Source: an optimization exercise on an open RTL-to-GDS flow (aim: small area). Production flows keep margins and buffers that such runs may drop. Where RTL was checked, it was by simulation tests only, not by an equivalence proof against the original. Power and IR drop assume default switching activity.

== wip/ember ==
Design cfg_top, start of the top module:
module cfg_top #(
    parameter cfg_pkg::period_t CLEAR_PERIOD_RESET = 62500
) (
    input  logic                clk_pcie,
    input  logic                rst,
    input  logic                i_cmd_valid,
    output logic                o_cmd_ready,
    input  cfg_pkg::cmd_word_t  i_cmd_data,
    output logic                o_rsp_valid,
    input  logic                i_rsp_ready,
    output cfg_pkg::rsp_word_t  o_rsp_data,
    input  logic [15:0]         i_pcie_id,
    output logic                o_cfg_mgmt_rd_en,
    output logic                o_cfg_mgmt_wr_en,
    output cfg_pkg::dwaddr_t    o_cfg_mgmt_dwaddr,
    output cfg_pkg::dword_t     o_cfg_mgmt_di,
    output cfg_pkg::byte_en_t   o_cfg_mgmt_byte_en,
    output logic                o_cfg_mgmt_wr_readonly,
    output logic                o_cfg_mgmt_wr_rw1c_as_rw,
    input  cfg_pkg::dword_t     i_cfg_mgmt_do,
    input  logic                i_cfg_mgmt_rd_wr_done
);
Size in the first run: roughly 200 I/O pins, roughly 14000 um^2 of cells after synthesis.
Settings: LEC_CHECK=0, CAP_MARGIN=10, CORE_MARGIN=2, CORE_UTILIZATION=60, GPL_TIMING_DRIVEN=0, PLACE_DENSITY=0.75, SLEW_MARGIN=10, SYNTH_HIERARCHICAL=1; clock period 5.0 ns.
standard.sh (not shown) runs the stock make flow with config.mk's settings and CLKGATE_MAP_FILE= SYNTH_SCRIPT=/design/flow/synth_recipe.tcl, a recipe that flattens the netlist after the stock synthesis.
==> flow/flow/run.sh <==
#!/bin/bash
# Standard layout (bash standard.sh, which runs ORFS with the standard flow's config), with these changes:
# - every input and output port gets the smallest buffer (buf_1);
# - synthesis buffers are removed before global placement (flow/pre_gpl.tcl);
# - the clock tree has a few large leaf buffers, small root and branch buffers, and no dummy
#   loads.
# ORFS writes each step's full log under orfs/logs/; make's own output goes to standard_flow.log.
set -euo pipefail
export BUFFER_PORTS_ARGS="-buffer_cell sky130_fd_sc_hd__buf_1"
export CTS_ARGS="-sink_clustering_enable -repair_clock_nets -dont_use_dummy_load -sink_clustering_size 30 -sink_clustering_max_diameter 80 -buf_list sky130_fd_sc_hd__clkbuf_16 -root_buf sky130_fd_sc_hd__clkbuf_2 -tree_buf sky130_fd_sc_hd__clkbuf_4"
export PRE_GLOBAL_PLACE_TCL="$PWD/flow/pre_gpl.tcl"
bash standard.sh > standard_flow.log 2>&1
==> flow/flow/pre_gpl.tcl <==
# Before global placement: drop the buffers synthesis inserted; the placement-stage repair
# buffers only the nets whose slew or capacitance needs it.
remove_buffers
Modified inputs, wip/sierra compared to wip/ember
- swapping 10 for 5 in SLEW_MARGIN
- swapping 60 for 55 in CORE_UTILIZATION
- swapping 10 for 5 in CAP_MARGIN
- clearing PLACE_DENSITY, which used to be 0.75
==> flow/flow/run.sh <==
#!/bin/bash
# Standard layout, with the smallest buffer on every input and output port and a clock
# tree of few large leaf buffers without dummy loads.
set -euo pipefail
export BUFFER_PORTS_ARGS="-buffer_cell sky130_fd_sc_hd__buf_1"
export CTS_ARGS="-sink_clustering_enable -repair_clock_nets -dont_use_dummy_load -sink_clustering_size 30 -sink_clustering_max_diameter 80 -buf_list sky130_fd_sc_hd__clkbuf_16"
bash standard.sh > standard_flow.log 2>&1
removed: flow/flow/pre_gpl.tcl
==> run summary <==
wip/sierra against wip/ember: instance count on the critical path increased about 5%; sequential fraction of the synthesis area flat.
Comparing wip/ember and wip/sierra, the higher hold slack was measured on wip/sierra.
Status: switching share of power parity (wip/ember, wip/sierra)
From wip/ember to wip/sierra the numbers moved as follows: non-clock buffer count now sits higher, first-iteration DRC count went down, via count of the first global-routing pass rose by about 2.8%, maximum clock skew at final layout has increased.
wip/sierra: global-route wire length before repair is 7.8% higher than what wip/ember reported.
wip/sierra vs. wip/ember: critical path arrival went down by 320 ps.
Compared with wip/ember, placement density in the core of wip/sierra is lower.
## Diff of input files: wip/amber against wip/sierra
- a change of SLEW_MARGIN from 5 to 10
- an added PLACE_DENSITY of 0.75
- a change of CAP_MARGIN from 5 to 10
- a change of CORE_UTILIZATION from 55 to 60
==> flow/flow/run.sh <==
#!/bin/bash
# Standard layout, with the smallest buffer on every input and output port and a clock
# tree of few large leaf buffers without dummy loads.
set -euo pipefail
export BUFFER_PORTS_ARGS="-buffer_cell sky130_fd_sc_hd__buf_1"
export CTS_ARGS="-sink_clustering_enable -repair_clock_nets -dont_use_dummy_load -sink_clustering_size 30 -sink_clustering_max_diameter 80 -buf_list sky130_fd_sc_hd__clkbuf_16 -root_buf sky130_fd_sc_hd__clkbuf_2 -tree_buf sky130_fd_sc_hd__clkbuf_4"
bash standard.sh > standard_flow.log 2>&1
Notes after the runs:
Diff wip/sierra..wip/amber | total number of clock tree sinks | unchanged
wip/sierra tops out at a lower clock frequency than wip/amber.
wip/amber vs wip/sierra: synthesis-to-finish area growth down in wip/amber
Diff wip/sierra -> wip/amber | largest voltage drop on the vdd net | down by more than 10%
On sum of routed wire length over all layers: wip/amber sits below wip/sierra.
Against wip/sierra, wip/amber reports a sequential share of layout area that is higher.
Looking at total power divided by cell area, wip/amber sits below wip/sierra.
The start point of the critical path comes out cnt_n_q[1]$_DFF_P_ in one run and i_rsp_ready in the other, namely in wip/amber and wip/sierra respectively.
Comparing the two runs side by side, wip/amber comes out behind wip/sierra on max-slew headroom at the worst pin.
## Diff of input files: wip/willow against wip/amber
==> flow/flow/run.sh <==
#!/bin/bash
# Standard layout, with the smallest buffer on every input and output port and a clock
# tree of few large leaf buffers without dummy loads.
set -euo pipefail
export BUFFER_PORTS_ARGS="-buffer_cell sky130_fd_sc_hd__buf_1"
export CTS_ARGS="-sink_clustering_enable -repair_clock_nets -dont_use_dummy_load -sink_clustering_size 30 -sink_clustering_max_diameter 80 -buf_list sky130_fd_sc_hd__clkbuf_16 -root_buf sky130_fd_sc_hd__clkbuf_4 -tree_buf sky130_fd_sc_hd__clkbuf_8"
export PRE_GLOBAL_PLACE_TCL="$PWD/flow/pre_gpl.tcl"
bash standard.sh > standard_flow.log 2>&1
==> flow/flow/pre_gpl.tcl (new file) <==
remove_buffers
Results
wip/willow vs wip/amber, maximum frequency went down by 10 MHz. Transition time at the pin with the least slew margin: higher on wip/willow. Max global router's overall resource usage across wip/willow and wip/amber: wip/amber. ~same design area in wip/willow and wip/amber. On final cycle utilization of the critical path: between wip/willow and wip/amber, it ends up lower for wip/amber. On standard-cell row count, wip/amber tracks wip/willow almost exactly. Aggregate routed wire length (wip/willow vs. wip/amber) decreases by a few percent. ~same utilization after layout in wip/willow and wip/amber. On switching share of power, the lower figure sits with wip/willow, not wip/amber. Between wip/amber and wip/willow, the flow reports post-route non-filler standard cell count decreasing slightly.
--- input diff wip/willow..wip/umber ---
==> flow/flow/run.sh <==
#!/bin/bash
# Standard layout, with the smallest buffer on every input and output port and a clock
# tree of few large leaf buffers without dummy loads.
set -euo pipefail
export BUFFER_PORTS_ARGS="-buffer_cell sky130_fd_sc_hd__buf_1"
export CTS_ARGS="-sink_clustering_enable -repair_clock_nets -dont_use_dummy_load -sink_clustering_size 30 -sink_clustering_max_diameter 80 -buf_list sky130_fd_sc_hd__clkbuf_16"
bash standard.sh > standard_flow.log 2>&1
removed: flow/flow/pre_gpl.tcl
Results
- Looking at critical setup path kind, the in -> reg result is from wip/umber; the reg -> reg one comes from wip/willow.
- Routed wire in wip/umber totals more than in wip/willow.
- Going from wip/willow to wip/umber, non-clock buffer count grew by more than 10%.
- Between wip/willow and wip/umber, the top achievable clock speed is higher for wip/umber.
- Number of endpoints failing setup at the final stage: wip/willow vs wip/umber identical
- The lower time the final worst path needs with I/O delays and setup of wip/willow and wip/umber is in wip/umber.
What wip/indigo does differently from wip/umber at the input level:
==> flow/flow/run.sh <==
#!/bin/bash
# Standard layout, with the smallest buffer on every input and output port and a clock
# tree of few large leaf buffers without dummy loads.
set -euo pipefail
export BUFFER_PORTS_ARGS="-buffer_cell sky130_fd_sc_hd__buf_1"
export CTS_ARGS="-sink_clustering_enable -repair_clock_nets -dont_use_dummy_load -sink_clustering_size 30 -sink_clustering_max_diameter 80 -buf_list sky130_fd_sc_hd__clkbuf_16 -root_buf sky130_fd_sc_hd__clkbuf_4 -tree_buf sky130_fd_sc_hd__clkbuf_8"
bash standard.sh > standard_flow.log 2>&1
Results
Per the comparison of wip/indigo with wip/umber, total number of vias saw little to no change, reported net switching power went down by about 0.35%, count of filler cells inserted in the layout now sits at about the same level, combinational power share higher, transition at the pin with the smallest max-transition slack increased 27 ps. Cmp wip/indigo vs wip/umber: final total power lower in wip/indigo. wip/indigo reports a lower utilization after layout than wip/umber does. wip/indigo and wip/umber ended up with roughly the same wire length reported by the detailed router.

---

v38:
Another version of the RTL of cfg_top (not shown whole).
Size in the first run: about 1100 cells after synthesis, ~330 flip-flops, roughly 200 I/O pins.
export LEC_CHECK = 0
export CAP_MARGIN = 10
export CORE_MARGIN = 2
export CORE_UTILIZATION = 65
export GPL_TIMING_DRIVEN = 0
export SLEW_MARGIN = 10
export SYNTH_HIERARCHICAL = 1
create_clock -name core_clock -period 5.0 [get_ports {clk_pcie}]
==> flow/flow/run.sh <==
#!/bin/bash
# Standard layout, with the smallest buffer on every input and output port and a clock
# tree of few large leaf buffers without dummy loads.
set -euo pipefail
export BUFFER_PORTS_ARGS="-buffer_cell sky130_fd_sc_hd__buf_1"
export CTS_ARGS="-sink_clustering_enable -repair_clock_nets -dont_use_dummy_load -sink_clustering_size 16 -sink_clustering_max_diameter 60 -buf_list sky130_fd_sc_hd__clkbuf_8"
bash standard.sh > standard_flow.log 2>&1
Edits applied to the flow inputs when going from v38 to v9:
==> flow/flow/run.sh <==
#!/bin/bash
# Standard layout, with the smallest buffer on every input and output port and a clock
# tree of few large leaf buffers without dummy loads.
set -euo pipefail
export BUFFER_PORTS_ARGS="-buffer_cell sky130_fd_sc_hd__buf_1"
export CTS_ARGS="-sink_clustering_enable -repair_clock_nets -dont_use_dummy_load -sink_clustering_size 30 -sink_clustering_max_diameter 80 -buf_list sky130_fd_sc_hd__clkbuf_16"
export RECOVER_POWER=100
bash standard.sh > standard_flow.log 2>&1
Results
[flow] v9 | stages: complete | final checks: fail | reason: max-capacitance violations, max-slew violations. Routed metal-1 wirelength (v9 vs. v38) increases slightly. Utilization v38 -> v9: down. met3 layer usage reported by global route in v9 is 0.26 points above v38. v9 reports a lower leakage power of the design than v38 does. Combined buffer and inverter count along the critical path up 1 in v9 wrt v38. Compared with v38, v9 has less setup slack. Where normalized max-slew margin is concerned, v38 is better than v9. On v9: overall power consumption is 1.0% higher than what v38 gave.
--- input diff v9..v10 ---
==> flow/flow/run.sh <==
#!/bin/bash
# Standard layout, with the smallest buffer on every input and output port and a clock
# tree of few large leaf buffers without dummy loads.
set -euo pipefail
export BUFFER_PORTS_ARGS="-buffer_cell sky130_fd_sc_hd__buf_1"
export CTS_ARGS="-sink_clustering_enable -repair_clock_nets -dont_use_dummy_load -sink_clustering_size 30 -sink_clustering_max_diameter 80 -buf_list sky130_fd_sc_hd__clkbuf_16"
bash standard.sh > standard_flow.log 2>&1
==> comparison <==
v10 | stages: all done | timing, DRC, antenna: all pass. From v10 to v9, number of nets with antenna violations after detailed routing did not move at all. Diff v9 and v10: worst setup slack higher in v9. Per the comparison of v10 with v9, cell area moved up, critical path depth moved down.
The inputs of v26 differ from those of v10 as listed below.
==> flow/flow/run.sh <==
#!/bin/bash
# Standard layout, with the smallest buffer on every input and output port and a clock
# tree of few large leaf buffers without dummy loads.
set -euo pipefail
export BUFFER_PORTS_ARGS="-buffer_cell sky130_fd_sc_hd__buf_1"
export CTS_ARGS="-sink_clustering_enable -repair_clock_nets -dont_use_dummy_load -sink_clustering_size 45 -sink_clustering_max_diameter 70 -buf_list sky130_fd_sc_hd__clkbuf_16"
bash standard.sh > standard_flow.log 2>&1
- When v26 is measured against v10, its via count turns out 0.72% higher.
- The final net count on v10 is in line with that on v26.
- Compared with v10, routed wire length in v26 increased slightly.
- | post-route worst hold slack | v26 vs v10 | ≈ equal |
- For utilization, v26 and v10 come out practically identical.
- Diff v10 -> v26: sequential fraction of design power fell by 0.6 points; tightest slew margin relative to the limit grew by 1.6 points.

---

## v55
The RTL this note starts from:
==> flow/design.v <==
package cfg_pkg;
    typedef logic [63:0] cmd_word_t;     
    typedef logic [31:0] rsp_word_t;     
    typedef logic [15:0] reg_addr_t;     
    typedef logic [15:0] half_t;
    typedef logic [31:0] dword_t;
    typedef logic [9:0]  dwaddr_t;
    typedef logic [3:0]  byte_en_t;
    typedef logic [31:0] period_t;
    localparam int RO_BITS   = 160;
    localparam int RW_BITS   = 160;
    localparam int REG_BYTES = RO_BITS / 8;
    localparam int RO_OFS_MAGIC    = 'h0;
    localparam int RO_OFS_BUSY     = 'h2;
    localparam int RO_OFS_COUNT    = 'h4;
    localparam int RO_OFS_RESULT   = 'h8;
    localparam int RO_OFS_RES_ADDR = 'hc;
    localparam int RO_OFS_PCIE_ID  = 'he;
    localparam int RO_OFS_ZERO     = 'h10;
    localparam int RW_OFS_MAGIC  = 'h0;
    localparam int RW_OFS_CTRL   = 'h2;
    localparam int RW_OFS_COUNT  = 'h4;
    localparam int RW_OFS_DATA   = 'h8;
    localparam int RW_OFS_ADDR   = 'hc;
    localparam int RW_OFS_PERIOD = 'h10;
    localparam half_t RO_MAGIC = 16'h2301;
    localparam half_t RW_MAGIC = 16'h6745;
    localparam dwaddr_t CLEAR_DWADDR = 10'd1;
    localparam dword_t  CLEAR_DATA   = 32'hff000105;
    typedef enum logic [1:0] {
        ARB_IDLE,
        ARB_HOST,
        ARB_TIMER
    } arb_state_t;
endpackage
`timescale 1ns/100ps
module cfg_top #(
    parameter cfg_pkg::period_t CLEAR_PERIOD_RESET = 62500
) (
    input  logic                clk_pcie,
    input  logic                rst,
    input  logic                i_cmd_valid,
    output logic                o_cmd_ready,
    input  cfg_pkg::cmd_word_t  i_cmd_data,
    output logic                o_rsp_valid,
    input  logic                i_rsp_ready,
    output cfg_pkg::rsp_word_t  o_rsp_data,
    input  logic [15:0]         i_pcie_id,
    output logic                o_cfg_mgmt_rd_en,
    output logic                o_cfg_mgmt_wr_en,
    output cfg_pkg::dwaddr_t    o_cfg_mgmt_dwaddr,
    output cfg_pkg::dword_t     o_cfg_mgmt_di,
    output cfg_pkg::byte_en_t   o_cfg_mgmt_byte_en,
    output logic                o_cfg_mgmt_wr_readonly,
    output logic                o_cfg_mgmt_wr_rw1c_as_rw,
    input  cfg_pkg::dword_t     i_cfg_mgmt_do,
    input  logic                i_cfg_mgmt_rd_wr_done
);
    localparam int NB = cfg_pkg::REG_BYTES;      
    localparam logic [159:0] RW_RESET = {CLEAR_PERIOD_RESET,             
                                         16'h0000, 16'hf000,             
                                         32'h0,                          
                                         32'(cfg_pkg::REG_BYTES),        
                                         16'h0018,                       
                                         cfg_pkg::RW_MAGIC};             
    logic [159:0] rw_q;
    logic rd_en_q, wr_en_q, result_valid_q;
    logic busy;
    logic host_req, host_ready, timer_ready;
    logic tmr_req_q;
    logic [1:0] tmr_be_q;        
    logic [31:0] count_q;
    cfg_pkg::dword_t   result_data_q;
    cfg_pkg::dwaddr_t  result_dwaddr_q;
    cfg_pkg::byte_en_t result_be_q;
    logic [15:0] cmd_addr;
    logic [14:0] ofs;
    logic [7:0]  val_lo, val_hi, msk_lo, msk_hi;
    logic        fire, cmd_read, cmd_write;
    assign cmd_addr = i_cmd_data[31:16];
    assign ofs      = cmd_addr[14:0];
    assign val_lo   = i_cmd_data[63:56];
    assign val_hi   = i_cmd_data[55:48];
    assign msk_lo   = i_cmd_data[47:40];
    assign msk_hi   = i_cmd_data[39:32];
    assign busy = rd_en_q | wr_en_q;
    assign o_cmd_ready = ~(o_rsp_valid & ~i_rsp_ready) &
                         ~(rw_q[18] & (rw_q[16] | rw_q[17] | busy));
    assign fire      = i_cmd_valid & o_cmd_ready;
    assign cmd_read  = fire & i_cmd_data[12];
    assign cmd_write = fire & i_cmd_data[13] & cmd_addr[15];
    logic [7:0] d_ev, d_od, m_ev, m_od;
    logic [NB-1:0] bsel;
    logic [159:0] wen, wdat;
    assign d_ev = ofs[0] ? val_hi : val_lo;
    assign d_od = ofs[0] ? val_lo : val_hi;
    assign m_ev = (ofs[0] ? msk_hi : msk_lo) | {8{rst}};
    assign m_od = (ofs[0] ? msk_lo : msk_hi) | {8{rst}};
    always_comb begin
        for (int b = 0; b < NB; b++) begin
            bsel[b] = rst | (cmd_write & ((ofs == 15'(b)) | (b > 0 && ofs == 15'(b - 1))));
            for (int k = 0; k < 8; k++) begin
                wen[8*b+k]  = bsel[b] & (b[0] ? m_od[k] : m_ev[k]);
                wdat[8*b+k] = rst ? RW_RESET[8*b+k] : (b[0] ? d_od[k] : d_ev[k]);
            end
        end
        wen[16]  = wen[16] | (host_ready & rw_q[16]);
        wdat[16] = wdat[16] & (bsel[2] & m_ev[0]);
        wen[17]  = wen[17] | (host_ready & ~rw_q[16]);
        wdat[17] = wdat[17] & (bsel[2] & m_ev[1]);
    end
    always_ff @(posedge clk_pcie) begin
        for (int i = 0; i < 160; i++) begin
            if (wen[i]) rw_q[i] <= wdat[i];
        end
    end
    logic [159:0] ro;
    logic [7:0]   rd_ev, rd_od, rd_lo, rd_hi;
    logic [9:0]   sel_ev, sel_od;
    always_comb begin
        ro = '0;
        ro[15:0]    = cfg_pkg::RO_MAGIC;
        ro[16]      = rd_en_q;
        ro[17]      = wr_en_q;
        ro[63:32]   = 32'(cfg_pkg::REG_BYTES);
        ro[95:64]   = result_data_q;
        ro[105:96]  = result_dwaddr_q;
        ro[107]     = result_valid_q;
        ro[111:108] = result_be_q;
        ro[127:112] = i_pcie_id;
    end
    always_comb begin
        rd_ev = '0;
        rd_od = '0;
        for (int m = 0; m < NB / 2; m++) begin
            sel_ev[m] = (ofs == 15'(2 * m)) | (m > 0 && ofs == 15'(2 * m - 1));
            sel_od[m] = (ofs == 15'(2 * m)) | (ofs == 15'(2 * m + 1));
            rd_ev = rd_ev | ({8{sel_ev[m]}} & (cmd_addr[15] ? rw_q[16*m +: 8] : ro[16*m +: 8]));
            rd_od = rd_od | ({8{sel_od[m]}} & (cmd_addr[15] ? rw_q[16*m+8 +: 8] : ro[16*m+8 +: 8]));
        end
    end
    assign rd_lo = ofs[0] ? rd_od : rd_ev;
    assign rd_hi = ofs[0] ? rd_ev : rd_od;
    always_ff @(posedge clk_pcie) begin
        if (rst) begin
            o_rsp_valid <= 1'b0;
        end else if (cmd_read) begin
            o_rsp_valid <= 1'b1;
        end else if (i_rsp_ready) begin
            o_rsp_valid <= 1'b0;
        end
    end
    always_ff @(posedge clk_pcie) begin
        if (cmd_read) begin
            o_rsp_data <= {cmd_addr, rd_lo, rd_hi};
        end
    end
    assign host_req    = rw_q[16] | rw_q[17];
    assign host_ready  = ~busy & host_req;                    
    assign timer_ready = ~busy & ~host_req & tmr_req_q;
    assign o_cfg_mgmt_rd_en = rd_en_q & ~i_cfg_mgmt_rd_wr_done;
    assign o_cfg_mgmt_wr_en = wr_en_q & ~i_cfg_mgmt_rd_wr_done;
    always_ff @(posedge clk_pcie) begin
        if (rst) begin
            rd_en_q        <= 1'b0;
            wr_en_q        <= 1'b0;
            result_valid_q <= 1'b0;
        end else if (busy) begin
            if (i_cfg_mgmt_rd_wr_done) begin
                rd_en_q        <= 1'b0;
                wr_en_q        <= 1'b0;
                result_valid_q <= 1'b1;
            end
        end else if (host_ready | timer_ready) begin
            rd_en_q        <= host_ready & rw_q[16];
            wr_en_q        <= ~(host_ready & rw_q[16]);
            result_valid_q <= 1'b0;
        end
    end
    always_ff @(posedge clk_pcie) begin
        if (host_ready) begin
            o_cfg_mgmt_dwaddr        <= rw_q[96 +: 10];
            o_cfg_mgmt_di            <= rw_q[64 +: 32];
            o_cfg_mgmt_byte_en       <= rw_q[108 +: 4];
            o_cfg_mgmt_wr_readonly   <= rw_q[106];
            o_cfg_mgmt_wr_rw1c_as_rw <= rw_q[107];
        end else if (timer_ready) begin
            o_cfg_mgmt_dwaddr        <= cfg_pkg::CLEAR_DWADDR;
            o_cfg_mgmt_di            <= cfg_pkg::CLEAR_DATA;
            o_cfg_mgmt_byte_en       <= {tmr_be_q[1], 1'b0, tmr_be_q[0], tmr_be_q[0]};
            o_cfg_mgmt_wr_readonly   <= 1'b0;
            o_cfg_mgmt_wr_rw1c_as_rw <= 1'b0;
        end
        if (busy && i_cfg_mgmt_rd_wr_done) begin
            result_data_q   <= i_cfg_mgmt_do;
            result_dwaddr_q <= o_cfg_mgmt_dwaddr;
            result_be_q     <= o_cfg_mgmt_byte_en;
        end
    end
    logic tmr_on, advance, expired;
    assign tmr_on  = rw_q[19] | rw_q[20];
    assign advance = tmr_on & ~fire & ~busy & ~tmr_req_q;
    logic [32:0] cmp_sum;
    assign cmp_sum = {1'b0, count_q} + {1'b0, ~rw_q[128 +: 32]};
    assign expired = cmp_sum[32];
    always_ff @(posedge clk_pcie) begin
        if (rst || !tmr_on) begin
            count_q <= '0;
        end else if (advance) begin
            count_q <= expired ? '0 : count_q + 1'b1;
        end
    end
    always_ff @(posedge clk_pcie) begin
        if (rst) begin
            tmr_req_q <= 1'b0;
        end else if (advance && expired) begin
            tmr_req_q <= 1'b1;
        end else if (timer_ready) begin
            tmr_req_q <= 1'b0;
        end
    end
    always_ff @(posedge clk_pcie) begin
        if (advance && expired) begin
            tmr_be_q <= {rw_q[19], rw_q[20]};
        end
    end
endmodule
clock: 5.0 ns
lec_check: 0
cap_margin: 0
core_margin: 2
core_utilization: 60
cts_buf_list: sky130_fd_sc_hd__clkbuf_8
slew_margin: 0
==> flow/flow/run.sh <==
#!/bin/bash
# Standard layout, with the smallest buffer on every input and output port.
set -euo pipefail
export BUFFER_PORTS_ARGS="-buffer_cell sky130_fd_sc_hd__buf_1"
bash standard.sh > standard_flow.log 2>&1
> inputs changed (v55 -> v32)
==> flow/run.sh (new file) <==
#!/bin/bash
# synth_recipe.tcl (not shown) runs the flow's synth.tcl, then flattens the netlist and writes it again
# the make line also repeats each setting of config.mk as NAME=value (left out here)
make -C /OpenROAD-flow-scripts/flow DESIGN_CONFIG=/design/flow/config.mk WORK_HOME=/design/flow/orfs CLKGATE_MAP_FILE= SYNTH_SCRIPT=/design/flow/synth_recipe.tcl finish
removed: flow/flow/run.sh
removed: flow/standard.sh
Notes after the runs:
- Worst hold slack: v32 higher than v55
- In the metrics for v32 and v55, the one carrying the higher summed area of non-filler cells in the final layout is v32.
- Taking v55 as the reference point, the peak per-stage delay on the critical path of v32 falls by 0.02 ns.
- From v32 to v55, number of flip-flops and latches did not move at all.
- Changes observed in v32 relative to v55: met3 capacity usage during global routing saw a decrease; setup slack saw a decrease; count of placed standard cells in the final layout, fillers left out saw little to no change; cell internal power dissipation saw an increase; first-pass GRT wire length saw an increase.
- v32: PASS, flow complete, no timing, DRC or antenna violations
- Cmp v32 vs v55: synthesis-to-layout area growth higher in v32
Input-level comparison between v29 and v32:
- clearing CTS_BUF_LIST, which used to be sky130_fd_sc_hd__clkbuf_8
- swapping 0 for 10 in SLEW_MARGIN
- putting GPL_TIMING_DRIVEN at 0 where nothing was set
- swapping 60 for 50 in CORE_UTILIZATION
- swapping 0 for 10 in CAP_MARGIN
==> flow/flow/run.sh (new file) <==
#!/bin/bash
# Standard layout, with the smallest buffer on every input and output port and a clock
# tree of few large leaf buffers without dummy loads.
set -euo pipefail
export BUFFER_PORTS_ARGS="-buffer_cell sky130_fd_sc_hd__buf_1"
export CTS_ARGS="-sink_clustering_enable -repair_clock_nets -dont_use_dummy_load -sink_clustering_size 20 -sink_clustering_max_diameter 100 -buf_list sky130_fd_sc_hd__clkbuf_16"
bash standard.sh > standard_flow.log 2>&1
==> flow/standard.sh (new file) <==
#!/bin/bash
# synth_recipe.tcl (not shown) runs the flow's synth.tcl, then flattens the netlist and writes it again
# the make line also repeats each setting of config.mk as NAME=value (left out here)
make -C /OpenROAD-flow-scripts/flow DESIGN_CONFIG=/design/flow/config.mk WORK_HOME=/design/flow/orfs CLKGATE_MAP_FILE= SYNTH_SCRIPT=/design/flow/synth_recipe.tcl "${@:-finish}"
removed: flow/run.sh
Results
Between v29 and v32, the total iterations of the first detailed-routing run is lower for v29. In the metrics for v29 and v32, the one carrying the lower peak supply drop is v32. In the metrics for v29 and v32, the one carrying the higher critical path data required time is v32. In the metrics for v29 and v32, the one carrying the lower critical path depth is v29. Changes observed in v29 relative to v32: arrival time of data at the critical path endpoint shows an increase of 0.14 ns, instance area at placement lost about 6%. On via count of the first global-routing pass: between v29 and v32, it ends up higher for v32. Worst slew slack as a fraction of its limit: lower on v29. v29 closes out successfully: all stages finished, all timing, DRC and antenna checks passed. Re via count normalized by instance count: v32 was higher than v29. Higher share of total power in the clock network among v29 and v32: v32.
Function was not checked in any run of this note: the RTL went through the layout flow alone.

## afterwards: timing with drivers on the ports
How much do the figures lean on ideal ports? The routed layouts below were timed once more, with nothing changed but the port constraints. Step 1 sets driving cells, clkbuf_16 on the clock port and buf_2 on the other inputs (assumed; they add their load-dependent delay and slew). Step 2 also shifts input and output timing later by t, the mid clock arrival at the registers, as if the neighbouring blocks saw the same clock. Three values: ideal, step 1, step 2; two values: the first two.
| run | t (ns) | slack for setup (ns) | worst data-port slew with drivers (ns) |
|---|---|---|---|
| wip/ember | 0.863 | 0.885 / 0.885 / 0.355 | 0.04 |
| wip/sierra | 0.562 | 0.881 / 0.911 / 0.349 | 0.04 |
| wip/amber | 0.903 | 1.057 / 1.057 / 0.327 | 0.04 |
| wip/willow | 0.716 | 0.893 / 0.893 / 0.355 | 0.04 |
| wip/umber | 0.546 | 0.938 / 0.961 / 0.415 | 0.04 |
| wip/indigo | 0.740 | 0.998 / 1.017 / 0.276 | 0.04 |
| v38 | 0.605 | 0.834 / 0.860 / 0.255 | 0.06 |
| v9 | 0.553 | 0.719 / 0.751 / 0.198 | 0.07 |
| v10 | 0.553 | 0.700 / 0.733 / 0.179 | 0.07 |
| v26 | 0.559 | 0.767 / 0.797 / 0.237 | 0.07 |
| v55 | 0.618 | 1.409 / 1.429 / 0.811 | 0.04 |
| v32 | 0.623 | 1.153 / 1.168 / 0.545 | 0.05 |
| v29 | 0.572 | 0.752 / 0.775 / 0.203 | 0.06 |
For wip/amber, which loses most, drivers alone change the setup slack by 0.000 ns; drivers and shift together by -0.730 ns.
